From an optimization exercise on the open Yosys and OpenROAD flow, aimed at small area, a short achievable clock period and few clock cycles per item; shortcuts taken in it are not production practice. Function was checked by simulation only, so behaviour that the tests miss may differ from the original. Power figures rest on the tool's default switching activity, not on a simulated workload.

==> flow/design.v <==
module ifft8_seq #(
  parameter int unsigned W  = 12,
  parameter int unsigned IW = 16
) (
  input  logic                clk,
  input  logic                rst,
  input  logic                in_valid,
  output logic                in_ready,
  input  logic signed [W-1:0] in_re,
  input  logic signed [W-1:0] in_im,
  output logic                out_valid,
  input  logic                out_ready,
  output logic signed [W-1:0] out_re,
  output logic signed [W-1:0] out_im,
  output logic                out_last,
  output logic                busy
);
  localparam int unsigned SW = W + 1;    
  localparam int unsigned UW = W + 3;    
  localparam int unsigned AW = IW;       
  logic signed [W-1:0]  r_ir_re, r_ir_im;
  logic                 r_ir_v;
  logic [2:0]           r_in_cnt;    
  logic [2:0]           r_ld_cnt;    
  logic signed [SW-1:0] r_sr [4];
  logic signed [SW-1:0] r_si [4];
  logic signed [SW-1:0] r_dr [4];
  logic signed [SW-1:0] r_di [4];
  logic w_in_fire;
  logic r_idle;        
  logic r_outph;       
  assign w_in_fire = in_valid & r_idle;
  always_ff @(posedge clk) begin
    r_ir_re <= in_re;
    r_ir_im <= in_im;
  end
  logic signed [SW-1:0] w_ir_re_x, w_ir_im_x;
  assign w_ir_re_x = SW'(r_ir_re);
  assign w_ir_im_x = SW'(r_ir_im);
  always_ff @(posedge clk) begin
    if (r_ir_v) begin
      for (int i = 0; i < 3; i++) begin
        r_sr[i] <= r_sr[i+1];
        r_si[i] <= r_si[i+1];
        r_dr[i] <= r_dr[i+1];
        r_di[i] <= r_di[i+1];
      end
      r_sr[3] <= (r_sr[0] & {SW{r_ld_cnt[2]}}) + w_ir_re_x;
      r_si[3] <= (r_si[0] & {SW{r_ld_cnt[2]}}) + w_ir_im_x;
      r_dr[3] <= r_sr[0] - w_ir_re_x;
      r_di[3] <= r_si[0] - w_ir_im_x;
    end
  end
  function automatic logic [IW-1:0] add4(input logic [IW-1:0] a, input logic [IW-1:0] b,
                                         input logic [IW-1:0] c, input logic [IW-1:0] d,
                                         input logic ci0, input logic ci1, input logic ci2);
    logic [IW-1:0] s1, k1, s2, k2;
    s1 = a ^ b ^ c;
    k1 = {((a & b) | (a & c) | (b & c)) , ci0};
    s2 = s1 ^ k1 ^ d;
    k2 = {((s1 & k1) | (s1 & d) | (k1 & d)), ci1};
    add4 = s2 + k2 + IW'(ci2);
  endfunction
  logic       r_pre;       
  logic [1:0] r_pre_cnt;
  logic [2:0] r_k;         
  logic       r_k_done;    
  logic       w_adv;
  logic       w_step;
  assign w_adv  = ~out_valid | out_ready;
  assign w_step = r_outph & ~r_k_done & w_adv;
  logic                 w_y_load, w_y_v, w_y_neg;
  logic                 w_tr_load, w_ti_load;
  logic signed [UW-1:0] r_y;
  logic signed [UW-1:0] w_y;
  logic signed [UW-1:0] d1r, d1i, d3r, d3i;
  logic signed [UW-1:0] r_tr, r_ti;
  logic                 n1r, n1i, n3r, n3i;
  assign d1r = UW'(r_dr[1]);
  assign d1i = UW'(r_di[1]);
  assign d3r = UW'(r_dr[3]);
  assign d3i = UW'(r_di[3]);
  always_comb begin
    case ({w_y_v, w_y_neg})
      2'b00:   begin n1r = 1'b0; n1i = 1'b1; n3r = 1'b1; n3i = 1'b1; end
      2'b01:   begin n1r = 1'b1; n1i = 1'b1; n3r = 1'b0; n3i = 1'b1; end
      2'b10:   begin n1r = 1'b0; n1i = 1'b0; n3r = 1'b0; n3i = 1'b1; end
      default: begin n1r = 1'b0; n1i = 1'b1; n3r = 1'b0; n3i = 1'b0; end
    endcase
    w_y = add4(d1r ^ {UW{n1r}}, d1i ^ {UW{n1i}}, d3r ^ {UW{n3r}}, d3i ^ {UW{n3i}},
               1'b1, ~w_y_v, ~w_y_v);
  end
  function automatic logic signed [UW-1:0] tw10(input logic signed [UW-1:0] y);
    logic signed [UW+6:0] e;
    logic signed [UW+6:0] p;
    e = (UW+7)'(y);
    p = (e <<< 6) + (e <<< 4) + (e <<< 3) + e + (e >>> 1) + (e >>> 4) + (e >>> 5)
      + (e >>> 8) + (e >>> 9) + (y[UW-1] ? (UW+7)'(121) : (UW+7)'(12));
    tw10 = p[UW+6:7];
  endfunction
  always_ff @(posedge clk) begin
    if (w_y_load) begin
      r_y <= w_y;
    end
    if (w_tr_load) begin
      r_tr <= tw10(r_y);
    end
    if (w_ti_load) begin
      r_ti <= tw10(r_y);
    end
  end
  logic signed [AW-1:0] w_xr, w_xi;
  logic signed [AW-1:0] s0r, s0i, s1r, s1i, s2r, s2i, s3r, s3i;
  logic signed [AW-1:0] d0r, d0i, d2r, d2i, tr, ti;
  assign s0r = AW'(r_sr[0]);  assign s0i = AW'(r_si[0]);
  assign s1r = AW'(r_sr[1]);  assign s1i = AW'(r_si[1]);
  assign s2r = AW'(r_sr[2]);  assign s2i = AW'(r_si[2]);
  assign s3r = AW'(r_sr[3]);  assign s3i = AW'(r_si[3]);
  assign d0r = AW'(r_dr[0]);  assign d0i = AW'(r_di[0]);
  assign d2r = AW'(r_dr[2]);  assign d2i = AW'(r_di[2]);
  assign tr  = AW'(r_tr);     assign ti  = AW'(r_ti);
  logic signed [AW-1:0] w_ra, w_rb, w_rc, w_rd, w_ia, w_ib, w_ic, w_id;
  logic [8:0]           r_ctl;
  logic [2:0]           r_ctl_in;    
  logic                 c_od, c_sn, c_sw, c_nrb, c_nrc, c_nrd, c_nib, c_nic, c_nid;
  logic                 ci_od, ci_sn, ci_sw;
  assign {c_od, c_sn, c_sw, c_nrb, c_nrc, c_nrd, c_nib, c_nic, c_nid} = r_ctl;
  assign {ci_od, ci_sn, ci_sw} = ~r_ctl_in;
  function automatic logic [8:0] ctl_of(input logic [2:0] k);
    case (k)
      3'd0: ctl_of = 9'b010_000_000;
      3'd2: ctl_of = 9'b001_110_011;
      3'd4: ctl_of = 9'b010_101_101;
      3'd6: ctl_of = 9'b001_011_110;
      3'd1: ctl_of = 9'b100_100_000;
      3'd3: ctl_of = 9'b100_000_100;
      3'd5: ctl_of = 9'b100_110_010;
      default: ctl_of = 9'b100_010_110;
    endcase
  endfunction
  function automatic logic [2:0] ctli_of(input logic [2:0] k);
    logic [8:0] c;
    c = ctl_of(k);
    ctli_of = ~c[8:6];
  endfunction
  always_comb begin
    w_ra = c_od ? d0r : s0r;
    w_ia = ci_od ? d0i : s0i;
    w_rb = ({AW{c_od}} & d2i) | ({AW{c_sn}} & s1r) | ({AW{c_sw}} & s1i);
    w_ib = ({AW{ci_od}} & d2r) | ({AW{ci_sn}} & s1i) | ({AW{ci_sw}} & s1r);
    w_rc = c_od ? tr : s2r;
    w_ic = ci_od ? ti : s2i;
    w_rd = ({AW{c_sn}} & s3r) | ({AW{c_sw}} & s3i);
    w_id = ({AW{ci_sn}} & s3i) | ({AW{ci_sw}} & s3r);
    w_xr = add4(w_ra, w_rb ^ {AW{c_nrb}}, w_rc ^ {AW{c_nrc}}, w_rd ^ {AW{c_nrd}},
                c_nrb, c_nrc, c_nrd);
    w_xi = add4(w_ia, w_ib ^ {AW{c_nib}}, w_ic ^ {AW{c_nic}}, w_id ^ {AW{c_nid}},
                c_nib, c_nic, c_nid);
  end
  function automatic logic signed [W-1:0] scale_sat(input logic signed [AW-1:0] v);
    if (v[AW-1] != v[AW-2]) begin
      scale_sat = {v[AW-1], {(W-1){~v[AW-1]}}};
    end else begin
      scale_sat = v[W+2:3];
    end
  endfunction
  assign w_y_v     = r_pre ? r_pre_cnt[1] : r_k[0];
  assign w_y_neg   = ~r_pre & ~r_k[1];
  assign w_y_load  = (r_pre & (r_pre_cnt != 2'd0)) | (w_step & (r_k < 3'd6));
  assign w_tr_load = (r_pre & r_pre_cnt[1]) | (w_step & r_k[0] & (r_k != 3'd7));
  assign w_ti_load = w_step & ~r_k[0];
  always_ff @(posedge clk) begin
    if (rst) begin
      r_ir_v    <= 1'b0;
      r_in_cnt  <= 3'd0;
      r_ld_cnt  <= 3'd0;
      r_pre     <= 1'b0;
      r_pre_cnt <= 2'd0;
      r_k       <= 3'd0;
      r_ctl     <= ctl_of(3'd0);
      r_ctl_in  <= ctli_of(3'd0);
      r_k_done  <= 1'b0;
      in_ready  <= 1'b1;
      r_idle    <= 1'b1;
      r_outph   <= 1'b0;
      busy      <= 1'b0;
      out_valid <= 1'b0;
      out_last  <= 1'b0;
    end else begin
      r_ir_v <= w_in_fire;
      if (r_ir_v) begin
        r_ld_cnt <= r_ld_cnt + 3'd1;
      end
      if (w_in_fire) begin
        r_in_cnt <= r_in_cnt + 3'd1;
        if (r_in_cnt == 3'd7) begin
          in_ready  <= 1'b0;
          r_idle    <= 1'b0;
          busy      <= 1'b1;
          r_pre     <= 1'b1;
          r_pre_cnt <= 2'd0;
          r_k       <= 3'd0;
          r_ctl     <= ctl_of(3'd0);
          r_ctl_in  <= ctli_of(3'd0);
      r_ctl_in  <= ctli_of(3'd0);
          r_k_done  <= 1'b0;
        end
      end
      if (r_pre) begin
        r_pre_cnt <= r_pre_cnt + 2'd1;
        if (r_pre_cnt[1]) begin
          r_pre   <= 1'b0;
          r_outph <= 1'b1;
        end
      end
      if (w_step) begin
        out_valid <= 1'b1;
        out_last  <= (r_k == 3'd7);
        out_re    <= scale_sat(w_xr);
        out_im    <= scale_sat(w_xi);
        r_k       <= r_k + 3'd1;
        r_ctl     <= ctl_of(r_k + 3'd1);
        r_ctl_in  <= ctli_of(r_k + 3'd1);
        if (r_k == 3'd7) begin
          r_k_done <= 1'b1;
        end
      end else if (out_valid & out_ready) begin
        out_valid <= 1'b0;
      end
      if (out_valid & out_ready & out_last) begin
        in_ready  <= 1'b1;
        r_idle    <= 1'b1;
        r_outph   <= 1'b0;
        busy      <= 1'b0;
        out_valid <= 1'b0;
        out_last  <= 1'b0;
      end
    end
  end
endmodule
export LEC_CHECK = 0
export CAP_MARGIN = 20
export CORE_MARGIN = 2
export CORE_UTILIZATION = 40
export CTS_BUF_LIST = sky130_fd_sc_hd__clkbuf_8
export CTS_CLUSTER_SIZE = 30
export SLEW_MARGIN = 20
create_clock -name core_clock -period 22.0 [get_ports {clk}]
standard.sh (not shown) runs the stock make flow with config.mk's settings and CLKGATE_MAP_FILE= SYNTH_SCRIPT=/design/flow/synth_recipe.tcl, a recipe that flattens the netlist after the stock synthesis.
==> flow/flow/run.sh <==
#!/bin/bash
# The standard layout (standard.sh), with buf_4 cells as the port
# buffers instead of the default pick. ORFS writes its per-step logs under
# orfs/logs; the make output goes to standard.log here.
export BUFFER_PORTS_ARGS="-buffer_cell sky130_fd_sc_hd__buf_2"
export SETUP_SLACK_MARGIN=16
bash standard.sh > standard.log 2>&1
Testbench counts at the start, summed over its fixed seeds: cycles 7,680, frames 384.
Change:
==> flow/flow/run.sh (replaced) <==
#!/bin/bash
# The standard layout (standard.sh) with two changes passed to ORFS:
# buf_2 cells as the port buffers instead of the default pick, and a setup
# margin for the repair steps. ORFS writes its per-step logs under orfs/logs;
# the make output goes to standard.log here.
export BUFFER_PORTS_ARGS="-buffer_cell sky130_fd_sc_hd__buf_2"
export SETUP_SLACK_MARGIN=16
bash standard.sh > standard.log 2>&1
--- a/flow/config.mk
+++ b/flow/config.mk
@@ -10,4 +10,5 @@
 export CORE_UTILIZATION = 40
-export CTS_BUF_LIST = sky130_fd_sc_hd__clkbuf_8
-export CTS_CLUSTER_SIZE = 30
+export CTS_BUF_LIST = sky130_fd_sc_hd__clkbuf_16
+export CTS_CLUSTER_DIAMETER = 250
+export CTS_CLUSTER_SIZE = 20
 export SLEW_MARGIN = 20
Final area drops by 2.3%.
Clock-buffer cell count drops by 38.
Setup slack gets better by 0.099 ns.
Power drops by 11%.
Global-route usage drops by 0.39 points.
Routed wire length drops by 1.1%.
Die area does not change.
Clock power drops by 31%.
Worst hold slack gets better by 0.0031 ns.
Cell count drops by 2.7%.
Core utilization drops by 1.0 points.
Change:
==> flow/flow/run.sh (replaced) <==
#!/bin/bash
# The standard layout (standard.sh), with buf_4 cells as the port
# buffers instead of the default pick. ORFS writes its per-step logs under
# orfs/logs; the make output goes to standard.log here.
export BUFFER_PORTS_ARGS="-buffer_cell sky130_fd_sc_hd__buf_4"
bash standard.sh > standard.log 2>&1
--- a/flow/config.mk
+++ b/flow/config.mk
@@ -10,5 +10,2 @@
 export CORE_UTILIZATION = 40
-export CTS_BUF_LIST = sky130_fd_sc_hd__clkbuf_16
-export CTS_CLUSTER_DIAMETER = 250
-export CTS_CLUSTER_SIZE = 20
 export SLEW_MARGIN = 20
The new run completed with no timing, DRC or antenna violations.
Critical path depth is unchanged.
Cell count rises slightly.
Total power climbs by about a fifth.
Change:
==> flow/flow/run.sh (replaced) <==
#!/bin/bash
# The standard layout (standard.sh) with two changes passed to ORFS:
# buf_2 cells as the port buffers instead of the default pick, and a setup
# margin for the repair steps. ORFS writes its per-step logs under orfs/logs;
# the make output goes to standard.log here.
export BUFFER_PORTS_ARGS="-buffer_cell sky130_fd_sc_hd__buf_2"
export SETUP_SLACK_MARGIN=16
bash standard.sh > standard.log 2>&1
--- a/flow/config.mk
+++ b/flow/config.mk
@@ -10,2 +10,5 @@
 export CORE_UTILIZATION = 40
+export CTS_BUF_LIST = sky130_fd_sc_hd__clkbuf_16
+export CTS_CLUSTER_DIAMETER = 200
+export CTS_CLUSTER_SIZE = 24
 export SLEW_MARGIN = 20
After rerunning:
- The new run ran to the end with no violations
- via count went down by 1.6%
- combinational power barely changes
- worst setup slack gets better by 0.18 ns
- worst hold slack barely changes
- maximum frequency went up by 3.3%
- non-clock buffer count went down by 1

[port drivers added, routing unchanged]
The flow's constraints put no driver on any port. The routed layouts listed below were extracted and timed again, unchanged, in two steps.
Step 1: set_driving_cell puts a clkbuf_16 on clk and a buf_2 on each other input, an assumption about the parent block.
Step 2 moves the port delays by t, midway between the first and last clock arrival at a register: inputs arrive t later, outputs are due t later. That takes back most of the time a late clock gives input paths.
Slacks: no drivers / after step 1 / after step 2; pairs: no drivers / after step 1.
run	t (ns)	setup WS [ns]	worst data-port slew with drivers (ns)	pins driven straight from the clock port
the first run	0.684	16.330 / 16.278 / 15.980	0.04	1
the second run	0.601	16.429 / 16.383 / 15.962	0.04	1
the third run	0.607	16.265 / 16.265 / 15.973	0.04	1
the fourth run	0.584	16.449 / 16.408 / 15.962	0.04	1
After both steps setup and hold are still met in every run listed. For the fourth run, which loses most, drivers alone change the setup slack by -0.041 ns; drivers and shift together by -0.487 ns.
